What follows belongs to an exercise in optimizing a design on an open flow for small area, a short achievable clock period and few clock cycles per item; a production flow would make more cautious choices. Function was checked by simulation only, so behaviour that the tests miss may differ from the original.

// astar_open_sort_top
module astar_open_sort_top (
	input  logic                Clk,
	input  logic                Reset,
	input  logic                node_valid,
	output logic                node_ready,
	input  logic [8-1:0] node_x,
	input  logic [8-1:0] node_y,
	input  logic [8-1:0] start_x,
	input  logic [8-1:0] start_y,
	input  logic [8-1:0] goal_x,
	input  logic [8-1:0] goal_y,
	input  logic                sort_start,
	output logic                out_valid,
	input  logic                out_ready,
	output logic [8-1:0] out_x,
	output logic [8-1:0] out_y,
	output logic [10-1:0]  out_cost,
	output logic                out_last,
	output logic                busy
);
	localparam int N  = 16;
	localparam int EW = 2*8 + 10;    
	logic                a_v;
	logic [8-1:0] a_x, a_y;
	logic [8-1:0] a_gdx, a_gdy, a_sdx, a_sdy;
	logic                a_gsw, a_ssw;
	logic                b_v;
	logic [8-1:0] b_x, b_y;
	logic [10-1:0]  b_c;
	logic [8-1:0] e_x [N];
	logic [8-1:0] e_y [N];
	logic [10-1:0]  e_c [N];
	logic [5-1:0] cnt;         
	logic                busy_r;      
	logic                ne_r;        
	logic                blk_r;       
	logic                accept;
	logic                pop;
	logic                done;
	logic                start_go;
	logic [5-1:0] cnt_n;
	logic [N-1:0]        v;           
	logic                busy_n;
	logic [N-1:0]        gt;          
	assign start_go   = sort_start & ne_r;
	assign busy       = busy_r | start_go;
	assign node_ready = ~(blk_r | start_go);
	assign accept     = node_valid & node_ready;
	assign out_valid  = busy_r;
	assign out_x      = e_x[0];
	assign out_y      = e_y[0];
	assign out_cost   = e_c[0];
	assign out_last   = busy_r & (cnt[5-1:1] == '0);
	assign pop        = busy_r & out_ready;
	assign done       = pop & (cnt[5-1:1] == '0);
	always_comb
	begin
		if (pop)
			cnt_n = cnt - 1'b1;
		else if (b_v)
			cnt_n = cnt + 1'b1;
		else
			cnt_n = cnt;
		for (int i = 0; i < N; i++)
  ...
For scale: ~2,600 cells after synthesis, roughly 500 flip-flops, about 83 I/O pins, about 24,000 µm² of cells after synthesis.
==> flow/config.mk <==
export PLATFORM = sky130hd
export DESIGN_NAME = astar_open_sort_top
export DESIGN_NICKNAME = astar_open_sort_top
export VERILOG_FILES = /design/flow/design.v
export SDC_FILE = /design/flow/constraint.sdc
export NUM_CORES = 4
export LEC_CHECK = 0
export CAP_MARGIN = 20
export CORE_MARGIN = 2
export CORE_UTILIZATION = 40
export SLEW_MARGIN = 20
==> flow/constraint.sdc <==
create_clock -name core_clock -period 13.0 [get_ports {Clk}]
set_input_delay 2.6000 -clock core_clock [delete_from_list [all_inputs] [get_ports {Clk}]]
set_output_delay 2.6000 -clock core_clock [all_outputs]
set_load 0.01 [all_outputs]
standard.sh (not shown) runs the stock make flow with config.mk's settings and CLKGATE_MAP_FILE= SYNTH_SCRIPT=/design/flow/synth_recipe.tcl, a recipe that flattens the netlist after the stock synthesis.
==> flow/flow/run.sh <==
#!/bin/bash
# Layout flow: the standard flow (standard.sh) with these changes:
#  - synthesis: Yosys's synth runs without its generic ABC pass (-noabc), so
#    the adder extraction sees the full adders as written; each module is mapped on its own (SYNTH_HIERARCHICAL=1; all
#    registers sit in the top module, so their names are the standard ones) and
#    ABC maps with flow/map.abc (the standard speed script without ABC's own
#    buffering and sizing; placement's repair buffers and sizes instead).
#    Registers are mapped before ABC, exactly as in the standard synthesis.
#  - timing repair aims SETUP_SLACK_MARGIN below the clock period.
#  - clock tree: smaller buffers, no dummy loads.
# Each tool's full output stays in orfs/logs/; make's output in standard_flow.log.
set -euo pipefail
W=$PWD
MARGIN=7.5
CTS="-sink_clustering_enable -repair_clock_nets -dont_use_dummy_load -buf_list sky130_fd_sc_hd__clkbuf_8 -sink_clustering_size 14 -sink_clustering_max_diameter 60"
EXTRA=(BUFFER_PORTS_ARGS="-buffer_cell sky130_fd_sc_hd__buf_1")
sed 's|^source \$::env(SCRIPTS_DIR)/synth_preamble.tcl$|&\nset abc_args [lreplace $abc_args 1 1 '"$W"'/flow/map.abc]|' \
	"$FLOW_HOME/scripts/synth.tcl" > "$W/map_synth.tcl"
grep -q "flow/map.abc" "$W/map_synth.tcl"
sed -e 's|^source \$::env(SCRIPTS_DIR)/synth.tcl$|source '"$W"'/map_synth.tcl|' \
	-e 's|^proc synth {args} { yosys synth -nofsm -noshare {\*}\$args }$|proc synth {args} { yosys synth -nofsm -noshare -noabc {*}$args }|' \
	"$W/synth_recipe.tcl" > "$W/map_synth_recipe.tcl"
grep -q "map_synth.tcl" "$W/map_synth_recipe.tcl"
grep -q -- "-noabc" "$W/map_synth_recipe.tcl"
bash standard.sh SYNTH_SCRIPT="$W/map_synth_recipe.tcl" SYNTH_HIERARCHICAL=1 \
	SETUP_SLACK_MARGIN="$MARGIN" CTS_ARGS="$CTS" "${EXTRA[@]}" \
	finish > standard_flow.log 2>&1
==> flow/flow/map.abc <==
&get -n
&st
&dch
&nf
&put
Testbench counts at the start, summed over its fixed seeds: cycles 29,278, batches 1,280.
Rerun with:
--- a/flow/flow/run.sh
+++ b/flow/flow/run.sh
@@ -14,2 +14,2 @@
-MARGIN=7.5
-CTS="-sink_clustering_enable -repair_clock_nets -dont_use_dummy_load -buf_list sky130_fd_sc_hd__clkbuf_8 -sink_clustering_size 14 -sink_clustering_max_diameter 60"
+MARGIN=7.4
+CTS="-sink_clustering_enable -repair_clock_nets -dont_use_dummy_load -buf_list sky130_fd_sc_hd__clkbuf_4 -sink_clustering_size 8 -sink_clustering_max_diameter 40"
The changed run finished clean.
Sequential share of layout area is about the same.
Hold slack gains 0.015 ns.
Critical path depth stays the same.
Final cell count went up slightly.
Area after synthesis stays the same.
First-iteration DRC count went down by a few percent.

== job 6487 ==
Another version of the RTL of astar_open_sort_top (not shown whole).
Size: ~2900 cells after synthesis, roughly 510 flip-flops, roughly 83 I/O pins, ~26000 µm² of cells after synthesis.
clock: 13.0 ns
lec_check: 0
cap_margin: 20
core_margin: 2
core_utilization: 40
slew_margin: 20
==> flow/flow/run.sh <==
#!/bin/bash
# Standard layout with two changes:
#  - synthesis maps logic with flow/map.abc (ABC without its own buffering
#    and sizing; the placer's repair sizes and buffers instead). Registers
#    are mapped before ABC, exactly as in the standard synthesis.
#  - timing repair aims SETUP_SLACK_MARGIN below the clock period.
set -euo pipefail
W=$PWD
sed 's|^source \$::env(SCRIPTS_DIR)/synth_preamble.tcl$|&\nset abc_args [lreplace $abc_args 1 1 '"$W"'/flow/map.abc]|' \
	"$FLOW_HOME/scripts/synth.tcl" > "$W/map_synth.tcl"
grep -q "flow/map.abc" "$W/map_synth.tcl"
sed 's|^source \$::env(SCRIPTS_DIR)/synth.tcl$|source '"$W"'/map_synth.tcl|' "$W/synth_recipe.tcl" > "$W/map_synth_recipe.tcl"
grep -q "map_synth.tcl" "$W/map_synth_recipe.tcl"
bash standard.sh SYNTH_SCRIPT="$W/map_synth_recipe.tcl" SETUP_SLACK_MARGIN=7.4 \
	CTS_ARGS="-sink_clustering_enable -repair_clock_nets -dont_use_dummy_load -buf_list sky130_fd_sc_hd__clkbuf_16 -sink_clustering_size 20 -sink_clustering_max_diameter 80" \
	finish > standard_flow.log 2>&1
Scripts as last shown in full above: flow/flow/map.abc
Testbench counts of job 6487, summed over its fixed seeds: cycles 29,278, batches 1,280.
Input-level comparison between job 5708 and job 6487:
-- flow/flow/run.sh --
<<< job 6487, line 13
grep -q "map_synth.tcl" "$W/map_synth_recipe.tcl"
bash standard.sh SYNTH_SCRIPT="$W/map_synth_recipe.tcl" SETUP_SLACK_MARGIN=7.4 \
	CTS_ARGS="-sink_clustering_enable -repair_clock_nets -dont_use_dummy_load -buf_list sky130_fd_sc_hd__clkbuf_16 -sink_clustering_size 20 -sink_clustering_max_diameter 80" \
	finish > standard_flow.log 2>&1
>>> job 5708, line 13
grep -q "map_synth.tcl" "$W/map_synth_recipe.tcl"
bash standard.sh SYNTH_SCRIPT="$W/map_synth_recipe.tcl" SETUP_SLACK_MARGIN=7.4 finish > standard_flow.log 2>&1
==> results.txt <==
Between job 5708 and job 6487, it is job 5708 whose worst-margin pin slew is higher, by 21 ps. Looking at max-slew headroom at the worst pin, job 5708 sits below job 6487. In the reports for job 6487 and job 5708, the smaller proportion of cell area occupied by registers belongs to job 5708. Summary of job 5708 over job 6487: final routed wirelength across all metal layers went up; number of non-clock buffers fell 3. Highest net fanout along the worst path: job 6487 vs job 5708 identical. Between job 5708 and job 6487, the met1 routing resource usage after global routing figures differ only marginally. Lower post-route cell area was reported by job 6487, not job 5708.
Changes in job 5760 relative to job 5708:
Settings: CORE_UTILIZATION now 65, was 40.
-- flow/flow/run.sh --
<<< job 5708, line 13
grep -q "map_synth.tcl" "$W/map_synth_recipe.tcl"
bash standard.sh SYNTH_SCRIPT="$W/map_synth_recipe.tcl" SETUP_SLACK_MARGIN=7.4 finish > standard_flow.log 2>&1
>>> job 5760, line 13
grep -q "map_synth.tcl" "$W/map_synth_recipe.tcl"
bash standard.sh SYNTH_SCRIPT="$W/map_synth_recipe.tcl" SETUP_SLACK_MARGIN=7.4 \
	CTS_ARGS="-sink_clustering_enable -repair_clock_nets -dont_use_dummy_load -buf_list sky130_fd_sc_hd__clkbuf_8 -sink_clustering_size 14 -sink_clustering_max_diameter 60" \
	finish > standard_flow.log 2>&1
Results
- Going from job 5708 to job 5760, via total after detailed routing grows by about 5%.
- NOTE: setup slack in job 5760 falls short of that of job 5708
- Job 5760 ended with less non-filler instance count after layout than job 5708.
- Of job 5708 and job 5760, job 5760 shows the higher post-route core utilization, with job 5708 below it.

-- separate check: timing with driven ports --
No port has a modelled driver above. Below, the same layouts with a new extraction and two added sets of constraints. Step 1 sets driving cells, clkbuf_16 on the clock port and buf_2 on the other inputs (assumed; they add their load-dependent delay and slew). Step 2 adds t to the input delays and takes it off the output delays; t is the mean of the earliest and latest rising clock arrival at the registers after step 1. Input paths then give back, and output paths get back, about the clock's delay inside the block. a / b / c = no drivers / after step 1 / after step 2; a / b = the first two.
| run | t (ns) | slack for setup (ns) | hold slack, ns | pins driven straight from the clock port |
|---|---|---|---|---|
| the first run of note 1 | 0.678 | 7.424 / 7.388 / 7.119 | 0.313 / 0.313 / 0.313 | 1 |
| the second run of note 1 | 0.879 | 7.430 / 7.393 / 7.161 | 0.328 / 0.328 / 0.328 | 1 |
| job 6487 | 0.658 | 7.418 / 7.385 / 6.807 | 0.331 / 0.331 / 0.331 | 1 |
| job 5708 | 0.675 | 7.418 / 7.385 / 6.824 | 0.327 / 0.327 / 0.327 | 1 |
| job 5760 | 0.710 | 7.112 / 7.130 / 6.420 | 0.326 / 0.326 / 0.326 | 1 |
After both steps setup and hold are still met in every run listed. The setup slack of job 5760, which loses most, moves by +0.018 ns with the drivers and by -0.692 ns with both steps.
